Background: an optimization exercise with open tools, aiming at small area, a short achievable clock period and few clock cycles per item. Do not read the settings as production practice.
The RTL of this run was laid out without a check of its function.
Power and IR drop assume default switching activity.

==> flow/design.v <==
`timescale 1ns / 1ps
package ibt_pkg;
   localparam int MAX_NODES = 64;
   localparam logic [1:0] ORDER_PRE  = 2'd0;
   localparam logic [1:0] ORDER_IN   = 2'd1;
   localparam logic [1:0] ORDER_POST = 2'd2;
   localparam logic [1:0] ORDER_BFS  = 2'd3;
endpackage
`timescale 1ns / 1ps
module implicit_binary_tree_traversal (
   input  logic        clock,
   input  logic        reset,
   input  logic        req_valid,
   output logic        req_stall,
   input  logic [31:0] req_node_value,
   input  logic        req_last_node,
   output logic        rsp_valid,
   input  logic        rsp_stall,
   output logic [31:0] rsp_out_value,
   output logic [5:0]  rsp_out_index,
   output logic        rsp_last_out,
   output logic        rsp_overflowed,
   input  logic        csr_write_enable,
   input  logic [1:0]  csr_write_data
);
   localparam int TAGW = 2;
   localparam int NT   = 1 << TAGW;
   localparam int KW   = TAGW + 6;
   function automatic logic [6:0] inc7(input logic [6:0] a);
      logic c;
      c = 1'b1;
      for (int i = 0; i < 7; i++) begin
         inc7[i] = a[i] ^ c;
         c       = c & a[i];
      end
   endfunction
   function automatic logic [7:0] inc8(input logic [7:0] a);
      logic c;
      c = 1'b1;
      for (int i = 0; i < 8; i++) begin
         inc8[i] = a[i] ^ c;
         c       = c & a[i];
      end
   endfunction
   function automatic logic [6:0] dec7(input logic [6:0] a);
      logic b;
      b = 1'b1;
      for (int i = 0; i < 7; i++) begin
         dec7[i] = a[i] ^ b;
         b       = b & !a[i];
      end
   endfunction
   function automatic logic lt7(input logic [6:0] a, input logic [6:0] b);
      logic r;
      r = 1'b0;
      for (int i = 0; i < 7; i++)
         r = (!a[i] && b[i]) || (!(a[i] ^ b[i]) && r);
      lt7 = r;
   endfunction
   function automatic logic [7:0] lzero8(input logic [6:0] a);
      logic c;
      c = 1'b1;
      for (int i = 0; i < 7; i++) begin
         lzero8[i] = c & !a[i];
         c         = c & a[i];
      end
      lzero8[7] = c;
   endfunction
   logic [1:0] order_ff;
   logic            req_stall_ff, req_stall_d;
   logic            acc;
   logic [6:0]      acc_k;       
   logic [TAGW-1:0] acc_tag;
   logic [NT-1:0]   tag_busy;
   logic            l0_v, l0_last, l0_drop;
   logic [31:0]     l0_data;
   logic [6:0]      l0_k;
   logic [TAGW-1:0] l0_tag;
   logic [1:0]      l0_ord;
   logic [63:0][31:0]   mem_q;
   logic [63:0][KW-1:0] key_q;
   logic [63:0]     used_q, used_d, alloc_oh_q, alloc_oh_d, we_oh;
   logic [6:0]      free_cnt;
   logic [6:0]      ld_M, ld_LB;
   logic            st_we;
   logic [NT-1:0]   ready;
   logic [6:0]      d_n   [NT];
   logic [1:0]      d_ord [NT];
   logic [NT-1:0]   d_ovf;
   logic            w_act, w_last;
   logic [TAGW-1:0] w_tag, nt_tag;
   logic [6:0]      w_M, w_LB, w_T, w_Mn, w_step, w_st2, w_gt1, w_gt2, w_lo1, w_lo2, w_rem;
   logic [1:0]      w_ord;
   logic            w_ovf;
   logic            issue, w_start, w_fin;
   logic            k_v, k_last, k_ovf;
   logic [KW-1:0]   k_key;
   logic [6:0]      k_M, k_LB;
   logic            s1_v, s1_last, s1_ovf;
   logic [63:0]     s1_oh;
   logic [6:0]      s1_M, s1_LB;
   logic            pipe_en, s1_move;
   logic            out_v, skid_v, out_free;
   logic [31:0]     out_val, skid_val, rd_data;
   logic [5:0]      out_idx, skid_idx, s1_idx;
   logic            out_last, skid_last, out_ovf, skid_ovf;
   assign req_stall = req_stall_ff;
   assign acc       = req_valid && !req_stall_ff && !reset;
   logic nd_pend, ge1, ge2, ge3, slots_ok1, slots_ok2, s_new_acc, s_cont_acc, s_noacc;
   always_comb begin
      nd_pend    = l0_v && !l0_drop;
      ge1        = |free_cnt;
      ge2        = |free_cnt[6:1];
      ge3        = (|free_cnt[6:2]) || (&free_cnt[1:0]);
      slots_ok1  = nd_pend ? ge2 : ge1;
      slots_ok2  = nd_pend ? ge3 : ge2;
      s_new_acc  = !slots_ok2 || tag_busy[acc_tag + 1'b1];
      s_cont_acc = !(acc_k[6] || (&acc_k[5:0]) || slots_ok2);
      if (acc_k == 7'd0)
         s_noacc = !slots_ok1 || tag_busy[acc_tag];
      else
         s_noacc = !(acc_k[6] || slots_ok1);
      if (reset)
         req_stall_d = 1'b1;
      else if (acc)
         req_stall_d = req_last_node ? s_new_acc : s_cont_acc;
      else
         req_stall_d = s_noacc;
   end
   always_ff @(posedge clock) begin
      req_stall_ff <= req_stall_d;
      if (reset) begin
         order_ff <= ibt_pkg::ORDER_PRE;
         acc_k    <= '0;
         acc_tag  <= '0;
         l0_v     <= 1'b0;
      end else begin
         if (csr_write_enable)
            order_ff <= csr_write_data;
         l0_v <= acc;
         if (acc) begin
            if (req_last_node) begin
               acc_k   <= '0;
               acc_tag <= acc_tag + 1'b1;
            end else if (!acc_k[6]) begin
               acc_k <= inc7(acc_k);
            end
         end
      end
      l0_data <= req_node_value;
      l0_last <= req_last_node;
      l0_drop <= acc_k[6];
      l0_k    <= acc_k;
      l0_tag  <= acc_tag;
      l0_ord  <= order_ff;
   end
   logic k_fin;
   assign k_fin = k_v && k_last && pipe_en;
   always_ff @(posedge clock) begin
      if (reset) begin
         tag_busy <= '0;
      end else begin
         for (int t = 0; t < NT; t++) begin
            if (acc && acc_k == 7'd0 && acc_tag == TAGW'(t))
               tag_busy[t] <= 1'b1;
            else if (k_fin && k_key[KW-1:6] == TAGW'(t))
               tag_busy[t] <= 1'b0;
         end
      end
   end
   assign st_we = l0_v && !l0_drop;
   assign we_oh = st_we ? alloc_oh_q : 64'd0;
   for (genvar i = 0; i < 64; i++) begin : g_slot
      always_ff @(posedge clock) begin
         if (we_oh[i]) begin
            mem_q[i] <= l0_data;
            key_q[i] <= {l0_tag, ld_M[6:1]};
         end
      end
   end
   logic [63:0] pre_and [7];
   always_comb begin
      used_d = (used_q | we_oh) & ~(s1_move ? s1_oh : 64'd0);
      pre_and[0] = used_d;
      for (int s = 0; s < 6; s++) begin
         for (int b = 0; b < 64; b++) begin
            if (((b >> s) & 1) == 1)
               pre_and[s+1][b] = pre_and[s][b] & pre_and[s][((b >> s) << s) - 1];
            else
               pre_and[s+1][b] = pre_and[s][b];
         end
      end
      alloc_oh_d[0] = !used_d[0];
      for (int b = 1; b < 64; b++)
         alloc_oh_d[b] = !used_d[b] && pre_and[6][b-1];
   end
   logic [7:0] ld_y;
   always_comb ld_y = inc8({1'b0, ld_M | dec7({ld_LB[5:0], 1'b0})});
   always_ff @(posedge clock) begin
      if (reset) begin
         used_q     <= '0;
         alloc_oh_q <= 64'd1;
         free_cnt   <= 7'd64;
         ld_M       <= 7'd64;
         ld_LB      <= 7'd64;
         ready      <= '0;
      end else begin
         used_q     <= used_d;
         alloc_oh_q <= alloc_oh_d;
         if (st_we && !s1_move)
            free_cnt <= dec7(free_cnt);
         else if (!st_we && s1_move)
            free_cnt <= inc7(free_cnt);
         if (l0_v) begin
            if (l0_last) begin
               ld_M  <= 7'd64;
               ld_LB <= 7'd64;
            end else if (!l0_drop) begin
               if (ld_y[7]) begin
                  ld_M  <= ld_LB >> 1;
                  ld_LB <= ld_LB >> 1;
               end else begin
                  ld_M <= ld_y[6:0] | ld_LB;
               end
            end
         end
         for (int t = 0; t < NT; t++) begin
            if (l0_v && l0_last && l0_tag == TAGW'(t))
               ready[t] <= 1'b1;
            else if (w_start && nt_tag == TAGW'(t))
               ready[t] <= 1'b0;
         end
      end
      if (l0_v && l0_last) begin
         d_n[l0_tag]   <= l0_drop ? 7'd64 : inc7(l0_k);
         d_ord[l0_tag] <= l0_ord;
         d_ovf[l0_tag] <= l0_drop;
      end
   end
   assign pipe_en = !skid_v;
   assign issue   = w_act && pipe_en;
   assign w_fin   = issue && w_last;
   assign nt_tag  = w_act ? w_tag + 1'b1 : w_tag;
   assign w_start = ready[nt_tag] && (!w_act || w_fin);
   logic [6:0] st_n, st_step, st_Mn, st_M0;
   logic [1:0] st_ord;
   always_comb begin
      st_n   = d_n[nt_tag];
      st_ord = d_ord[nt_tag];
      if (st_n[6]) begin
         st_step = 7'd1;  st_Mn = 7'd1;
      end else if (st_n[5]) begin
         st_step = 7'd2;  st_Mn = {st_n[4:0], 2'b10};
      end else if (st_n[4]) begin
         st_step = 7'd4;  st_Mn = {st_n[3:0], 3'b100};
      end else if (st_n[3]) begin
         st_step = 7'd8;  st_Mn = {st_n[2:0], 4'b1000};
      end else if (st_n[2]) begin
         st_step = 7'd16; st_Mn = {st_n[1:0], 5'b10000};
      end else if (st_n[1]) begin
         st_step = 7'd32; st_Mn = {st_n[0], 6'b100000};
      end else begin
         st_step = 7'd64; st_Mn = 7'd64;
      end
      st_M0 = (st_ord == ibt_pkg::ORDER_IN || st_ord == ibt_pkg::ORDER_POST) ? st_step : 7'd64;
   end
   logic [6:0] nx_M, nx_LB;
   always_comb begin
      logic       self_lt_h, child_lt_h, child_eq_h, has_l, sib_ok, is_left, lt_n, p_lt;
      logic [6:0] ml, sib, p, x0, x1, y0, y1, par, z0, z1, zi0, zi1;
      logic [7:0] lz0, lz1, lzi0, lzi1;
      self_lt_h  = |(w_LB & w_gt1);
      child_lt_h = |(w_LB & w_gt2);
      child_eq_h = |(w_LB & w_st2);
      ml         = (w_M & ~w_LB) | (w_LB >> 1);
      sib        = w_M | {w_LB[5:0], 1'b0};
      sib_ok     = self_lt_h || !lt7(w_Mn, sib);
      is_left    = !(|(w_M & {w_LB[5:0], 1'b0}));
      has_l      = child_lt_h || (child_eq_h && !lt7(w_Mn, ml));
      lt_n       = lt7(w_M, w_Mn);
      p          = (w_M & ~w_LB) | {w_LB[5:0], 1'b0};
      p_lt       = lt7(p, w_Mn);
      par        = (w_M & ~{w_T[5:0], 1'b1}) | {w_LB[5:0], 1'b0};
      x0         = w_M | w_T;
      x1         = w_M | {w_T[5:0], 1'b1};
      lz0        = lzero8(x0);
      lz1        = lzero8(x1);
      y0         = inc7(x0);
      y1         = inc7(x1);
      z0         = w_M | w_lo1;
      z1         = w_M | w_lo2;
      lzi0       = lzero8(z0);
      lzi1       = lzero8(z1);
      zi0        = inc7(z0);
      zi1        = inc7(z1);
      nx_M       = w_M;
      nx_LB      = w_LB;
      case (w_ord)
         ibt_pkg::ORDER_PRE: begin
            if (has_l) begin
               nx_M  = ml;
               nx_LB = w_LB >> 1;
            end else if (sib_ok) begin
               nx_M  = y0 | lz0[7:1];
               nx_LB = lz0[7:1];
            end else begin
               nx_M  = y1 | lz1[7:1];
               nx_LB = lz1[7:1];
            end
         end
         ibt_pkg::ORDER_IN: begin
            if (lt_n) begin
               nx_M  = zi0;
               nx_LB = lzi0[6:0];
            end else begin
               nx_M  = zi1;
               nx_LB = lzi1[6:0];
            end
         end
         ibt_pkg::ORDER_POST: begin
            if (is_left && sib_ok) begin
               if (p_lt) begin
                  nx_M  = p | w_step;
                  nx_LB = w_step;
               end else begin
                  nx_M  = p | w_st2;
                  nx_LB = w_st2;
               end
            end else begin
               nx_M  = par;
               nx_LB = {w_LB[5:0], 1'b0};
            end
         end
         default: begin
            if (lz0[7]) begin
               nx_M  = w_LB >> 1;
               nx_LB = w_LB >> 1;
            end else begin
               nx_M  = y0 | w_LB;
            end
         end
      endcase
   end
   always_ff @(posedge clock) begin
      if (reset) begin
         w_act <= 1'b0;
         w_tag <= '0;
      end else begin
         if (w_start) begin
            w_act <= 1'b1;
         end else if (w_fin) begin
            w_act <= 1'b0;
         end
         if (w_fin)
            w_tag <= w_tag + 1'b1;
      end
      if (w_start) begin
         w_M    <= st_M0;
         w_LB   <= st_M0;
         w_T    <= st_M0 | dec7(st_M0);
         w_Mn   <= st_Mn;
         w_step <= st_step;
         w_st2  <= {st_step[5:0], 1'b0};
         w_gt1  <= ~dec7({st_step[5:0], 1'b0});
         w_gt2  <= ~dec7({st_step[4:0], 2'b00});
         w_lo1  <= dec7(st_step);
         w_lo2  <= dec7({st_step[5:0], 1'b0});
         w_ord  <= st_ord;
         w_ovf  <= d_ovf[nt_tag];
         w_rem  <= st_n;
         w_last <= (st_n == 7'd1);
      end else if (issue) begin
         w_M    <= nx_M;
         w_LB   <= nx_LB;
         w_T    <= nx_LB | dec7(nx_LB);
         w_rem  <= dec7(w_rem);
         w_last <= (w_rem == 7'd2);
      end
   end
   always_ff @(posedge clock) begin
      if (reset) begin
         k_v <= 1'b0;
      end else if (pipe_en) begin
         k_v <= w_act;
      end
      if (pipe_en) begin
         k_key  <= {w_tag, w_M[6:1]};
         k_M    <= w_M;
         k_LB   <= w_LB;
         k_last <= w_last;
         k_ovf  <= w_ovf;
      end
   end
   logic [63:0] hit;
   always_comb begin
      for (int i = 0; i < 64; i++)
         hit[i] = used_q[i] && (key_q[i] == k_key);
   end
   always_ff @(posedge clock) begin
      if (reset) begin
         s1_v <= 1'b0;
      end else if (pipe_en) begin
         s1_v <= k_v;
      end
      if (pipe_en) begin
         s1_oh   <= hit;
         s1_M    <= k_M;
         s1_LB   <= k_LB;
         s1_last <= k_last;
         s1_ovf  <= k_ovf;
      end
   end
   assign s1_move  = s1_v && pipe_en;
   assign out_free = !out_v || !rsp_stall;
   logic [6:0] s1_j;
   always_comb begin
      rd_data = '0;
      for (int i = 0; i < 64; i++)
         rd_data = rd_data | (s1_oh[i] ? mem_q[i] : 32'd0);
      case (1'b1)
         s1_LB[6]: s1_j = 7'd1;
         s1_LB[5]: s1_j = {5'd0, 1'b1, s1_M[6]};
         s1_LB[4]: s1_j = {4'd0, 1'b1, s1_M[6:5]};
         s1_LB[3]: s1_j = {3'd0, 1'b1, s1_M[6:4]};
         s1_LB[2]: s1_j = {2'd0, 1'b1, s1_M[6:3]};
         s1_LB[1]: s1_j = {1'd0, 1'b1, s1_M[6:2]};
         default:  s1_j = 7'd64;
      endcase
      s1_idx = dec7(s1_j);
   end
   always_ff @(posedge clock) begin
      if (reset) begin
         out_v  <= 1'b0;
         skid_v <= 1'b0;
      end else begin
         if (out_free)
            out_v <= skid_v || s1_move;
         if (skid_v)
            skid_v <= !out_free;
         else
            skid_v <= s1_move && !out_free;
      end
      if (out_free) begin
         out_val  <= skid_v ? skid_val  : rd_data;
         out_idx  <= skid_v ? skid_idx  : s1_idx;
         out_last <= skid_v ? skid_last : s1_last;
         out_ovf  <= skid_v ? skid_ovf  : s1_ovf;
      end
      if (!skid_v) begin
         skid_val  <= rd_data;
         skid_idx  <= s1_idx;
         skid_last <= s1_last;
         skid_ovf  <= s1_ovf;
      end
   end
   assign rsp_valid      = out_v;
   assign rsp_out_value  = out_val;
   assign rsp_out_index  = out_idx;
   assign rsp_last_out   = out_last;
   assign rsp_overflowed = out_ovf;
endmodule
==> flow/run.sh <==
#!/bin/bash
# synth_recipe.tcl (not shown) runs the flow's synth.tcl, then flattens the netlist and writes it again
# the make line also repeats each setting of config.mk as NAME=value (left out here)
make -C /OpenROAD-flow-scripts/flow DESIGN_CONFIG=/design/flow/config.mk WORK_HOME=/design/flow/orfs CLKGATE_MAP_FILE= SYNTH_SCRIPT=/design/flow/synth_recipe.tcl finish
==> flow/config.mk <==
export PLATFORM = sky130hd
export DESIGN_NAME = implicit_binary_tree_traversal
export DESIGN_NICKNAME = implicit_binary_tree_traversal
export VERILOG_FILES = /design/flow/design.v
export SDC_FILE = /design/flow/constraint.sdc
export NUM_CORES = 4
export LEC_CHECK = 0
export CAP_MARGIN = 20
export CORE_MARGIN = 2
export CORE_UTILIZATION = 40
export SLEW_MARGIN = 20
==> flow/constraint.sdc <==
create_clock -name core_clock -period 6.5 [get_ports {clock}]
set_input_delay 1.3000 -clock core_clock [delete_from_list [all_inputs] [get_ports {clock}]]
set_output_delay 1.3000 -clock core_clock [all_outputs]
set_load 0.01 [all_outputs]
==> summary.txt <==
## power groups by stage
stage          combinational, mW  sequential (mW)  clock [mW]
6_report                    1.04             21.8        17.6
5_1_grt                     1.13             21.8        18.4
4_1_cts                     1.05             21.8        17.6
3_5_place_dp                1.04             22.2           0
3_3_place_gp                1.04             22.2           0
2_1_floorplan              0.630             22.1           0
## cells in the mapped netlist, drive strengths merged (35+ instances only)
cell type,instances,share of area [%]
nand3,116,0.51
mux2i,36,0.32
a21oi,115,0.50
a22o,232,1.8
inv,94,0.31
a222oi,35,0.31
nor2,159,0.52
dfxtp,260,4.6
nand4,206,1.1
nor2b,37,0.20
a221oi,231,1.8
clkbuf,318,1.0
buf,59,0.22
and3,59,0.32
a22oi,539,3.5
and2,46,0.25
nand2,103,0.34
nor4,136,0.77
o21ai,95,0.42
or2,42,0.23
xnor2,242,1.9
xor2,283,2.2
ha,107,1.2
edfxtp,2790,73
## worst paths after layout
kind              startpoint       to  cells after the start
setup reg to reg     w_LB[2]   w_T[5]                     11
hold / removal      acc_k[0]  l0_k[0]                      0
hold reg to reg     acc_k[0]  l0_k[0]                      0
setup / recovery     w_LB[2]   w_T[5]                     11
## critical path, cell delays in order (launching register included)
cell,delay (ps)
edfxtp_1,720
or2_2,420
ha_1,180
a21o_1,180
a211o_1,300
o211a_1,560
nor2_1,510
buf_4,260
o211ai_1,100
a311oi_1,540
nand4_1,310
o21ai_0,270
## cells by family (layout without fill, tap and decap cells)
| group | Yosys count | in the layout | share of synthesized area, % |
|---|---|---|---|
| fa+ha+maj | 107 | 107 | 1.17 |
| simple gates | 1055 | 1055 | 5.26 |
| mux | 52 | 52 | 0.493 |
| flops | 3050 | 3050 | 77.9 |
| xor+xnor | 525 | 525 | 4.02 |
| other cells | 0 | 25 | 0 |
| buf+inv | 472 | 948 | 1.57 |
| compound gates | 1428 | 1428 | 9.62 |
## registers in the layout, indices dropped and copies added, names as in the netlist, 32 cells and up
signal,count
s1_oh,64
alloc_oh_q,64
key_q,512
mem_q,2048
skid_val,32
out_val,32
l0_data,32
used_q,64
## through the flow
stage | util [%] | power [mW] | setup WS, ps
floorplan | - | 22.7 | 2640
global placement | 42.3 | 23.2 | 2010
detailed placement | 42.3 | 23.2 | 2090
CTS | 45.7 | 40.4 | 2050
global route | 45.8 | 41.3 | 1740
finish | 45.8 | 40.4 | 1970
## final cells by class
| type | count | area share [%] |
|---|---|---|
| inverters | 95 | 0.278 |
| clock inverters | 145 | 1.13 |
| diodes | 25 | 0.0480 |
| clock buffers | 398 | 6.38 |
| well taps | 3762 | 3.61 |
| multi-input cells | 3167 | 18.2 |
| flip-flops and latches | 3050 | 68.4 |
| repair buffers | 310 | 2.00 |
## layer usage
metal,track usage [%],share of wire [%],wire length (um),up-vias
met5,0,0.021,88,-
met4,13.2,5.8,24700,10
met3,7.59,15,62200,1357
met2,43.6,44,188000,6189
met1,38.6,36,154000,37100
li1,-,-,-,27400
==> key figures <==
Timing
  – Tcrit/Tclk final: 69.7%
  – RSZ-0062 raised after global routing: false
  – Final TNS setup: 0 ps
  – Hold Vio Cnt, Final: 0
  – Relative slew slack: 13.7%
  – Final setup fails: 0
  – Achievable clock frequency: 221 MHz
  – Slew Limit Fails: 0
  – Final hold slack: 378 ps
  – Min cycle time layout: 4530 ps
  – Worst clock skew: 95.5 ps
  – Worst-Margin Slew: 1290 ps

Critical path
  – Crit path required time: 7180 ps
  – Critical path endpoint category: register
  – CP Launch Type: register
  – WS Path Type: reg -> reg
  – Critical path fanouts, max: 22
  – Arrival time at the worst endpoint: 5210 ps
  – Reg-to-reg setup timing slack: 1970 ps

Cells and area
  – Most frequent cells in the layout: edfxtp_1 (2790), a22oi_1 (539), clkbuf_16 (309)
  – Ratio of cells with drive above 1 in the final layout: 11.9%
  – Multi-input gate area: 23700 sq um
  – Area delta synth->final: 14.0%
  – Layout Nets: 7073
  – Commonest non-fill, non-tap cell in the layout: edfxtp_1
  – Cell area after layout: 130000 sq um
  – Filler cells: 24.1k
  – Final Non-Filler Cells: 11.0k
  – FF+latch area: 89100 sq um

Global routing
  – First-pass GRT wire length: 574000 um
  – Largest net degree at the start of global routing: 69
  – Overall routing resource usage: 28.7%
  – Number of global-route vias before repair: 67.5k
  – Initial antenna violation count: 19
  – Remaining Overflow, GRT: 0

Floorplan
  – Core ar.: 285000 sq um
  – DIE HEIGHT: 539 um
  – Die W: 539 um
  – Die Area: 290000 sq um
  – Rows: 196
  – IO Pins: 82
  – Initial core utilization: 40.1%

CTS
  – Clk sink count: 3050
  – CTS Buffer Depth: 4
  – Htree depth: 5
  – # Post-CTS Setup Buffers: 0
  – CTS Root Cell: clkbuf_16
  – Skew-Pair Late Insertion Delay: 900 ps
  – Num CTS Buffers: 302
  – CTS Hold Buffers Added: 0
  – Reg clk slew, reported paths: 60 ps
  – Post_cts resized: 0
  – CTS tree: yes

Hold path
  – Hold Path Class: reg -> reg

Pwr
  – Net Sw Power: 8.47 mW
  – Sw Ratio: 21.0%
  – Pwr/cell area: 310 nW/um^2
  – Comb power frac: 2.6%
  – Pint: 31.9 mW
  – Static leakage: 42.2 nW
  – Maximum vdd drop: 0.228 mV
  – Clock power share: 43.5%
  – Sequential power share: 53.9%

Detailed routing
  – DRT Pass-1 Iters: 9
  – Routed WL per cell: 39.1 um
  – ANT nets after route: 0
  – Initial DRC count: 13.1k
  – Post-route DRC: 0
  – Routed via count: 72.0k
  – Drt total wl: 428000 um
  – Vias per cell: 6.58

Synth
  – EDFF count, synth: 2790
  – Post-synthesis cell count: 6689
  – Most used DFF post-synth: edfxtp_1
  – Seq/Total Area, Yosys: 77.9%
  – Synth unique cells: 75
  – Mean Syn Cell Area: 17.1 sq um
  – Syn_nets: 6836
  – Synth warnings: 2
  – Number of synthesized register bits: 3050
  – Mapped cell area: 114000 sq um
  – Asr flop ratio synth: 0%

Placed design
  – IO buf count: 81
  – Routability congestion estimate: 0.863
  – Dpl hpwl: 227000 um
  – Placed cell areas: 120000 sq um
  – Placed insts: 10.4k

Job
  – Max Cap Violations: 0

Run status
  – Status: complete, no violations

-- what the ideal ports hide --
The results above use ideal ports. As a check the final layout listed here was re-extracted and re-timed, cells and wires unchanged.
Step 1 (the two cells are an assumption about what drives the block):
set clk [get_ports {clock}]
set_driving_cell -lib_cell sky130_fd_sc_hd__clkbuf_16 $clk
set_driving_cell -lib_cell sky130_fd_sc_hd__buf_2 [delete_from_list [all_inputs] $clk]
Step 2 adds t to the input delays and takes it off the output delays; t is the mean of the earliest and latest rising clock arrival at the registers after step 1. Input paths then give back, and output paths get back, about the clock's delay inside the block.
a / b / c = no drivers / after step 1 / after step 2; a / b = the first two.
t, ns: 0.943
slack for setup (ns): 1.967 / 1.967 / 1.967
latest minus earliest clock arrival (ns): 0.103 / 0.102
worst register clock-pin slew, ns: 0.07 / 0.07
pins driven straight from the clock port: 1
After both steps setup and hold are still met in this run. For this run, drivers alone change the setup slack by 0.000 ns; drivers and shift together by 0.000 ns.
